This design comes from an exercise in tuning for small area, a short achievable clock period and few clock cycles per item on the open sky130 flow, not from production work. Where RTL was checked, it was by simulation tests only, not by an equivalence proof against the original. Power is estimated from default activity; no workload was simulated.

==> run X <==
==> flow/design.v (excerpt) <==
module formant_peak_picker (
    input  logic                 i_clk,
    input  logic                 i_rst_n,
    input  logic                 i_cfg_we,
    input  logic [CFG_IDX_W-1:0] i_cfg_index,
    input  logic [CFG_W-1:0]     i_cfg_data,
    input  logic                 i_in_valid,
    output logic                 o_in_stall,
    input  logic [AMP_W-1:0]     i_amplitude,
    input  logic                 i_last_bin,
    output logic                 o_out_valid,
    input  logic                 i_out_stall,
    output logic [FREQ_W-1:0]    o_formant_frequency,
    output logic [SLOT_W-1:0]    o_formant_slot,
    output logic                 o_overflow
);
==> module fpp_detect, before the edit <==
module fpp_detect (
    input  logic             i_clk,
    input  logic             i_rst_n,
    input  logic             i_valid,
    input  logic [AMP_W-1:0] i_amplitude,
    input  logic             i_last_bin,
    output logic             o_valid,
    output logic             o_lt,         
    output logic             o_gt,         
    output logic             o_last_bin
);
    logic [AMP_W-1:0]       r_prev_amp;
    logic signed [FD_W-1:0] fd;
    assign fd = $signed({1'b0, i_amplitude}) - $signed({1'b0, r_prev_amp});
    always_ff @(posedge i_clk) begin
        if (i_valid) begin
            r_prev_amp <= i_amplitude;
        end
    end
    logic                   r_valid;
    logic signed [FD_W-1:0] r_fd;
    logic                   r_last;
    logic signed [FD_W-1:0] r_prev_fd;
    logic signed [U_W-1:0]  r_u;
    logic signed [U_W-1:0]  fd_w;
    always_ff @(posedge i_clk) begin
        if (!i_rst_n) begin
            r_valid <= 1'b0;
        end else begin
            r_valid <= i_valid;
        end
    end
    always_ff @(posedge i_clk) begin
        r_fd   <= fd;
        r_last <= i_last_bin;
    end
    assign fd_w = {{(U_W-FD_W){r_fd[FD_W-1]}}, r_fd};
    always_ff @(posedge i_clk) begin
        if (r_valid) begin
            r_prev_fd <= r_fd;
            r_u       <= (fd_w <<< 1) - {{(U_W-FD_W){r_prev_fd[FD_W-1]}}, r_prev_fd};
        end
    end
    assign o_valid    = r_valid;
    assign o_lt       = fd_w < r_u;
    assign o_gt       = !o_lt && (fd_w != r_u);
    assign o_last_bin = r_last;
endmodule
export LEC_CHECK = 0
export ABC_AREA = 1
export CAP_MARGIN = 20
export CORE_MARGIN = 2
export CORE_UTILIZATION = 55
export CTS_CLUSTER_DIAMETER = 100
export CTS_CLUSTER_SIZE = 40
export PLACE_DENSITY = 0.7
export SETUP_SLACK_MARGIN = 4.17
export SLEW_MARGIN = 20
create_clock -name core_clock -period 6.5 [get_ports {i_clk}]
standard.sh (not shown) runs the stock make flow with config.mk's settings and CLKGATE_MAP_FILE= SYNTH_SCRIPT=/design/flow/synth_recipe.tcl, a recipe that flattens the netlist after the stock synthesis.
==> flow/flow/run.sh <==
#!/bin/bash
# Standard layout (the standard.sh) with these changes:
#  - synthesis maps with flow/abc_map.script (ORFS's area script with a
#    required time) instead of ORFS's ABC script; flow/synth.tcl is
#    synth_recipe.tcl with only that substitution;
#  - the port buffers are buf_1 cells;
#  - the clock tree uses clkbuf_8 and no dummy loads.
# The make output goes to standard.log; each tool's log is under orfs/logs.
set -e
here=$(pwd)
export BUFFER_PORTS_ARGS="-buffer_cell sky130_fd_sc_hd__buf_1"
export CTS_ARGS="-sink_clustering_enable -repair_clock_nets -dont_use_dummy_load -buf_list sky130_fd_sc_hd__clkbuf_8"
export MY_ABC_SCRIPT=$here/flow/abc_map.script
sed "s#SYNTH_SCRIPT=[^ ]*#SYNTH_SCRIPT=$here/flow/synth.tcl#" standard.sh > my_standard.sh
grep -q "SYNTH_SCRIPT=$here/flow/synth.tcl" my_standard.sh
bash my_standard.sh > standard.log 2>&1
==> flow/flow/abc_map.script <==
strash
dch
map -B 0.9 -D 2000
topo
stime -c
buffer -c
upsize -c
dnsize -c
==> flow/flow/synth.tcl <==
proc synth {args} { yosys synth -nofsm -noshare {*}$args }
set f [open $::env(SCRIPTS_DIR)/synth.tcl]
set txt [read $f]
close $f
set n [string first {log_cmd abc {*}$abc_args} $txt]
if { $n < 0 } { error "abc call not found in synth.tcl" }
set txt [string map [list {log_cmd abc {*}$abc_args} {log_cmd abc {*}[lreplace $abc_args 1 1 $::env(MY_ABC_SCRIPT)]}] $txt]
eval $txt
# left out here: clear keep_hierarchy, flatten, clean up, hide names made inside functions, write 1_2_yosys.v
==> inputs of run A, as changes to run X <==
==> flow/design.v (replaced) <==
`timescale 1ns / 1ps
package fpp_pkg;
    localparam int AMP_W   = 16;
    localparam int FD_W    = AMP_W + 1;
    localparam int SD_W    = AMP_W + 2;
    localparam int TD_W    = AMP_W + 3;
    localparam int POS_W   = 11;           
    localparam int COUNT_W = 5;
    localparam int SLOT_W  = 4;
    localparam int START_W   = 20;
    localparam int STEP_W    = 16;
    localparam int MAX_W     = 5;
    localparam int CFG_W     = 20;
    localparam int CFG_IDX_W = 2;
    localparam int FREQ_W    = 27;
    localparam logic [START_W-1:0] RST_FREQ_START  = START_W'(0);
    localparam logic [STEP_W-1:0]  RST_FREQ_STEP   = STEP_W'(16);
    localparam logic [MAX_W-1:0]   RST_MAX_FORMANT = MAX_W'(10);
    localparam logic [CFG_IDX_W-1:0] CFG_FREQ_START   = 2'd0;
    localparam logic [CFG_IDX_W-1:0] CFG_FREQ_STEP    = 2'd1;
    localparam logic [CFG_IDX_W-1:0] CFG_MAX_FORMANTS = 2'd2;
endpackage
`timescale 1ns / 1ps
import fpp_pkg::*;
module fpp_detect (
    input  logic             i_clk,
    input  logic             i_valid,
    input  logic [AMP_W-1:0] i_amplitude,
    output logic             o_lt,         
    output logic             o_gt          
);
    logic [AMP_W-1:0]       r_prev_amp;
    logic signed [FD_W-1:0] r_prev_fd;
    logic signed [SD_W-1:0] r_prev_sd;
    logic signed [FD_W-1:0] fd;
    logic signed [SD_W-1:0] sd;
    logic [TD_W-1:0]        x0, x1, x2, x3;
    logic [TD_W-1:0]        s1, c1, s2, c2, td;
    always_comb begin
        x0 = {3'b000, i_amplitude};
        x1 = ~{3'b000, r_prev_amp};
        x2 = ~{{2{r_prev_fd[FD_W-1]}}, r_prev_fd};
        x3 = ~{r_prev_sd[SD_W-1], r_prev_sd};
        s1 = x0 ^ x1 ^ x2;
        c1 = {(x0[TD_W-2:0] & x1[TD_W-2:0]) | (x0[TD_W-2:0] & x2[TD_W-2:0]) |
              (x1[TD_W-2:0] & x2[TD_W-2:0]), 1'b1};
        s2 = s1 ^ c1 ^ x3;
        c2 = {(s1[TD_W-2:0] & c1[TD_W-2:0]) | (s1[TD_W-2:0] & x3[TD_W-2:0]) |
              (c1[TD_W-2:0] & x3[TD_W-2:0]), 1'b1};
        fd   = $signed({1'b0, i_amplitude}) - $signed({1'b0, r_prev_amp});
        sd   = s1[SD_W-1:0] + c1[SD_W-1:0] + 18'd1;
        td   = s2 + c2 + TD_W'(1);
        o_lt = td[TD_W-1];
        o_gt = !o_lt && !(&(s2 ^ c2));
    end
    always_ff @(posedge i_clk) begin
        if (i_valid) begin
            r_prev_amp <= i_amplitude;
            r_prev_fd  <= fd;
            r_prev_sd  <= sd;
        end
    end
endmodule
`timescale 1ns / 1ps
import fpp_pkg::*;
module formant_peak_picker (
    input  logic                 i_clk,
    input  logic                 i_rst_n,
    input  logic                 i_cfg_we,
    input  logic [CFG_IDX_W-1:0] i_cfg_index,
    input  logic [CFG_W-1:0]     i_cfg_data,
    input  logic                 i_in_valid,
    output logic                 o_in_stall,
    input  logic [AMP_W-1:0]     i_amplitude,
    input  logic                 i_last_bin,
    output logic                 o_out_valid,
    input  logic                 i_out_stall,
    output logic [FREQ_W-1:0]    o_formant_frequency,
    output logic [SLOT_W-1:0]    o_formant_slot,
    output logic                 o_overflow
);
    localparam int QN = 3;
    logic [START_W-1:0] r_freq_start;
    logic [STEP_W-1:0]  r_freq_step;
    logic [MAX_W-1:0]   r_limit;         
    always_ff @(posedge i_clk) begin
        if (!i_rst_n) begin
            r_freq_start <= RST_FREQ_START;
            r_freq_step  <= RST_FREQ_STEP;
            r_limit      <= RST_MAX_FORMANT;
        end else if (i_cfg_we) begin
            case (i_cfg_index)
                CFG_FREQ_START:   r_freq_start <= START_W'(i_cfg_data);
                CFG_FREQ_STEP:    r_freq_step  <= STEP_W'(i_cfg_data);
                CFG_MAX_FORMANTS: r_limit      <= (MAX_W'(i_cfg_data) > MAX_W'(16)) ?
                                                  MAX_W'(16) : MAX_W'(i_cfg_data);
                default: begin
                end
            endcase
        end
    end
    logic               r_stall;
    logic               r_in_valid;
    logic [AMP_W-1:0]   r_amp;
    logic               r_last;
    logic               in_accept;
    assign in_accept = i_in_valid && !r_stall;
    always_ff @(posedge i_clk) begin
        r_amp  <= i_amplitude;
        r_last <= i_last_bin;
    end
    logic d_lt, d_gt;
    fpp_detect u_detect (
        .i_clk       (i_clk),
        .i_valid     (r_in_valid),
        .i_amplitude (r_amp),
        .o_lt        (d_lt),
        .o_gt        (d_gt)
    );
    logic [2:0]         r_q [QN];
    logic [1:0]         r_qn;
    logic               go;
    logic               pop;
    logic [1:0]         qn_pop;
    logic [1:0]         n_qn;
    logic               r_out_valid;
    assign go     = !(r_out_valid && i_out_stall);
    assign pop    = go && (r_qn != 2'd0);
    assign qn_pop = r_qn - 2'(pop);
    assign n_qn   = qn_pop + 2'(r_in_valid);
    always_ff @(posedge i_clk) begin
        for (int i = 0; i < QN; i++) begin
            if (r_in_valid && qn_pop == 2'(i)) begin
                r_q[i] <= {d_lt, d_gt, r_last};
            end else if (pop && i < QN - 1) begin
                r_q[i] <= r_q[i+1];
            end
        end
    end
    always_ff @(posedge i_clk) begin
        if (!i_rst_n) begin
            r_in_valid <= 1'b0;
            r_qn       <= 2'd0;
            r_stall    <= 1'b0;
        end else begin
            r_in_valid <= in_accept;
            r_qn       <= n_qn;
            r_stall    <= (3'(in_accept) + 3'(n_qn)) >= 3'(QN);
        end
    end
    logic [POS_W-1:0]   r_pos;
    logic               r_falling;
    logic [COUNT_W-1:0] r_count;
    logic [FREQ_W-1:0]  r_freq;
    logic [SLOT_W-1:0]  r_slot;
    logic               r_ovf;
    logic               h_lt, h_gt, h_last;
    logic               active, ge3, lt4, room, peak;
    assign {h_lt, h_gt, h_last} = r_q[0];
    assign active = !r_pos[POS_W-1];
    assign ge3    = r_pos >= POS_W'(3);
    assign lt4    = r_pos < POS_W'(4);
    assign room   = r_count < COUNT_W'(r_limit);
    assign peak   = active && ge3 && h_gt && r_falling;
    always_ff @(posedge i_clk) begin
        if (!i_rst_n) begin
            r_pos       <= '0;
            r_falling   <= 1'b0;
            r_count     <= '0;
            r_out_valid <= 1'b0;
        end else begin
            if (go) begin
                r_out_valid <= pop && peak;
            end
            if (pop) begin
                if (active) begin
                    r_pos <= r_pos + POS_W'(1);
                    if (ge3) begin
                        if (h_lt) begin
                            r_falling <= 1'b1;
                        end else if (h_gt) begin
                            r_falling <= 1'b0;
                        end
                    end
                    if (peak && room) begin
                        r_count <= r_count + COUNT_W'(1);
                    end
                end
                if (h_last) begin
                    r_pos     <= '0;
                    r_falling <= 1'b0;
                    r_count   <= '0;
                end
            end
        end
    end
    always_ff @(posedge i_clk) begin
        if (pop) begin
            if (!room) begin
                r_freq <= '0;
            end else if (lt4) begin
                r_freq <= FREQ_W'(r_freq_start);
            end else begin
                r_freq <= r_freq + FREQ_W'(r_freq_step);
            end
            if (peak) begin
                r_slot <= room ? SLOT_W'(r_count) : '0;
                r_ovf  <= !room;
            end
        end
    end
    assign o_in_stall          = r_stall;
    assign o_out_valid         = r_out_valid;
    assign o_formant_frequency = r_freq;
    assign o_formant_slot      = r_slot;
    assign o_overflow          = r_ovf;
endmodule
==> flow/run.sh (new file) <==
#!/bin/bash
# synth_recipe.tcl (not shown) runs the flow's synth.tcl, then flattens the netlist and writes it again
# the make line also repeats each setting of config.mk as NAME=value (left out here)
make -C /OpenROAD-flow-scripts/flow DESIGN_CONFIG=/design/flow/config.mk WORK_HOME=/design/flow/orfs CLKGATE_MAP_FILE= SYNTH_SCRIPT=/design/flow/synth_recipe.tcl finish
==> flow/config.mk (replaced) <==
export PLATFORM = sky130hd
export DESIGN_NAME = formant_peak_picker
export DESIGN_NICKNAME = formant_peak_picker
export VERILOG_FILES = /design/flow/design.v
export SDC_FILE = /design/flow/constraint.sdc
export NUM_CORES = 4
export LEC_CHECK = 0
export ABC_CLOCK_PERIOD_IN_PS = 2500
export CAP_MARGIN = 20
export CORE_MARGIN = 2
export CORE_UTILIZATION = 40
export PLACE_DENSITY = 0.6
export SETUP_SLACK_MARGIN = 4.0
export SLEW_MARGIN = 20
removed: flow/flow/run.sh
removed: flow/flow/abc_map.script
removed: flow/flow/synth.tcl
removed: flow/standard.sh
==> inputs of run B, as changes to run X <==
--- a/flow/design.v
+++ b/flow/design.v
@@ -62,17 +62,17 @@
     always_ff @(posedge i_clk) begin
         if (r_valid) begin
             r_prev_fd <= r_fd;
             r_u       <= (fd_w <<< 1) - {{(U_W-FD_W){r_prev_fd[FD_W-1]}}, r_prev_fd};
         end
     end
     assign o_valid    = r_valid;
     assign o_lt       = fd_w < r_u;
-    assign o_gt       = !o_lt && (fd_w != r_u);
+    assign o_gt       = fd_w > r_u;
     assign o_last_bin = r_last;
 endmodule
 `timescale 1ns / 1ps
 import fpp_pkg::*;
 module formant_peak_picker (
     input  logic                 i_clk,
     input  logic                 i_rst_n,
     input  logic                 i_cfg_we,
==> flow/flow/run.sh (replaced) <==
#!/bin/bash
# Standard layout (the standard.sh), with the port buffers made as buf_1
# cells. The make output goes to standard.log; each tool's log is under orfs/logs.
export BUFFER_PORTS_ARGS="-buffer_cell sky130_fd_sc_hd__buf_1"
bash standard.sh > standard.log 2>&1
==> flow/config.mk (replaced) <==
export PLATFORM = sky130hd
export DESIGN_NAME = formant_peak_picker
export DESIGN_NICKNAME = formant_peak_picker
export VERILOG_FILES = /design/flow/design.v
export SDC_FILE = /design/flow/constraint.sdc
export NUM_CORES = 4
export LEC_CHECK = 0
export ABC_AREA = 1
export CAP_MARGIN = 20
export CORE_MARGIN = 2
export CORE_UTILIZATION = 65
export PLACE_DENSITY = 0.75
export SETUP_SLACK_MARGIN = 4.25
export SLEW_MARGIN = 20
removed: flow/flow/abc_map.script
removed: flow/flow/synth.tcl
==> inputs of run F, as changes to run X <==
==> flow/config.mk (replaced) <==
export PLATFORM = sky130hd
export DESIGN_NAME = formant_peak_picker
export DESIGN_NICKNAME = formant_peak_picker
export VERILOG_FILES = /design/flow/design.v
export SDC_FILE = /design/flow/constraint.sdc
export NUM_CORES = 4
export LEC_CHECK = 0
export ABC_AREA = 1
export CAP_MARGIN = 20
export CORE_MARGIN = 2
export CORE_UTILIZATION = 65
export CTS_CLUSTER_DIAMETER = 100
export CTS_CLUSTER_SIZE = 40
export PLACE_DENSITY = 0.75
export SETUP_SLACK_MARGIN = 4.2
export SLEW_MARGIN = 20
==> run summary <==
|  | run X | run A | run F | run B |
|---|---|---|---|---|
| Result of the run | timing/DRC/antenna clean | timing/DRC/antenna clean | timing/DRC/antenna clean | timing/DRC/antenna clean |
| Count of fill cells added during filler insertion | 1472 | 2226 | 1076 | 1043 |
| Count of routing violations after the opening detailed-route iteration | 461 | 417 | 543 | 586 |
| Area share of buffers outside the clock network | 5.820% | 10.17% | 5.860% | 6.425% |
| Post-Route Hold Slack | 0.4443 ns | 0.4670 ns | 0.4619 ns | 0.4637 ns |
| Clock net power | 0.000566 W | 0.00100 W | 0.000563 W | 0.000958 W |
| Seq power | 0.00134 W | 0.00145 W | 0.00134 W | 0.00134 W |
| DR WL met2 | 9656 µm | 10570 µm | 10630 µm | 11540 µm |
| DP Worst Slack | 3.449 ns | 2.377 ns | 3.478 ns | 3.337 ns |
| Net count of the finished layout | 1322 | 1299 | 1321 | 1401 |
| Vias per cell | 5.300 | 5.101 | 5.534 | 5.547 |
| Clock root buffer | sky130_fd_sc_hd__clkbuf_8 | sky130_fd_sc_hd__clkbuf_16 | sky130_fd_sc_hd__clkbuf_8 | sky130_fd_sc_hd__clkbuf_16 |
| Layout sequential cell count | 175 | 172 | 175 | 175 |
| Critical Path Start | i_amplitude[0] | u_detect.r_prev_amp[1]$_DFFE_PP_ | r_freq[0]$_SDFFCE_PP0P_ | i_amplitude[3] |
| First-pass GRT wire length | 33690 µm | 36270 µm | 34800 µm | 36250 µm |
| Worst Setup Slack, final | 4.144 ns | 3.264 ns | 4.135 ns | 4.092 ns |
| Area growth from synthesis to layout | 13.75% | 27.74% | 13.21% | 18.09% |
| Total die area | 18170 µm² | 26220 µm² | 15460 µm² | 15810 µm² |
| Total of flip-flops plus latches after synthesis | 175 | 172 | 175 | 175 |
| Area fraction of the dominant cell type after synthesis | 29.67% | 27.69% | 29.67% | 29.00% |
| Comb pwr share | 25.2% | 39.5% | 25.3% | 23.4% |
| Sum of net half-perimeters after detailed placement | 14600 µm | 14670 µm | 14620 µm | 15830 µm |
Testbench counts of run X, summed over its fixed seeds: cycles 32,783, bins 32,768.
Testbench counts of run B, summed over its fixed seeds: cycles 32,783, bins 32,768.
Testbench counts of run F, summed over its fixed seeds: cycles 32,783, bins 32,768.
Function not checked in run A: the RTL went through the layout flow alone.

[port drivers added, routing unchanged]
No port has a modelled driver above. Below, the same layouts with a new extraction and two added sets of constraints. Step 1 sets driving cells, clkbuf_16 on the clock port and buf_2 on the other inputs (assumed; they add their load-dependent delay and slew). Step 2 times the ports against the registers' clock, not the clock port: input delays grow and output delays shrink by t, the midpoint of the rising clock arrivals with the driver on. Three values: ideal ports, drivers, drivers and shift; two values: the first two.
| run | t (ns) | setup slack, ns | worst setup path at the end | cell pins on the clock port's net |
|---|---|---|---|---|
| run X | 0.478 | 4.144 / 4.112 / 3.654 | input to register | 1 |
| run A | 0.476 | 3.264 / 3.264 / 3.264 | register to register | 1 |
| run B | 0.471 | 4.092 / 4.090 / 3.619 | input to register | 1 |
| run F | 0.490 | 4.135 / 4.098 / 3.729 | input to register | 1 |
After both steps every run listed still meets setup and hold. The setup slack of run X, which loses most, moves by -0.032 ns with the drivers and by -0.490 ns with both steps.
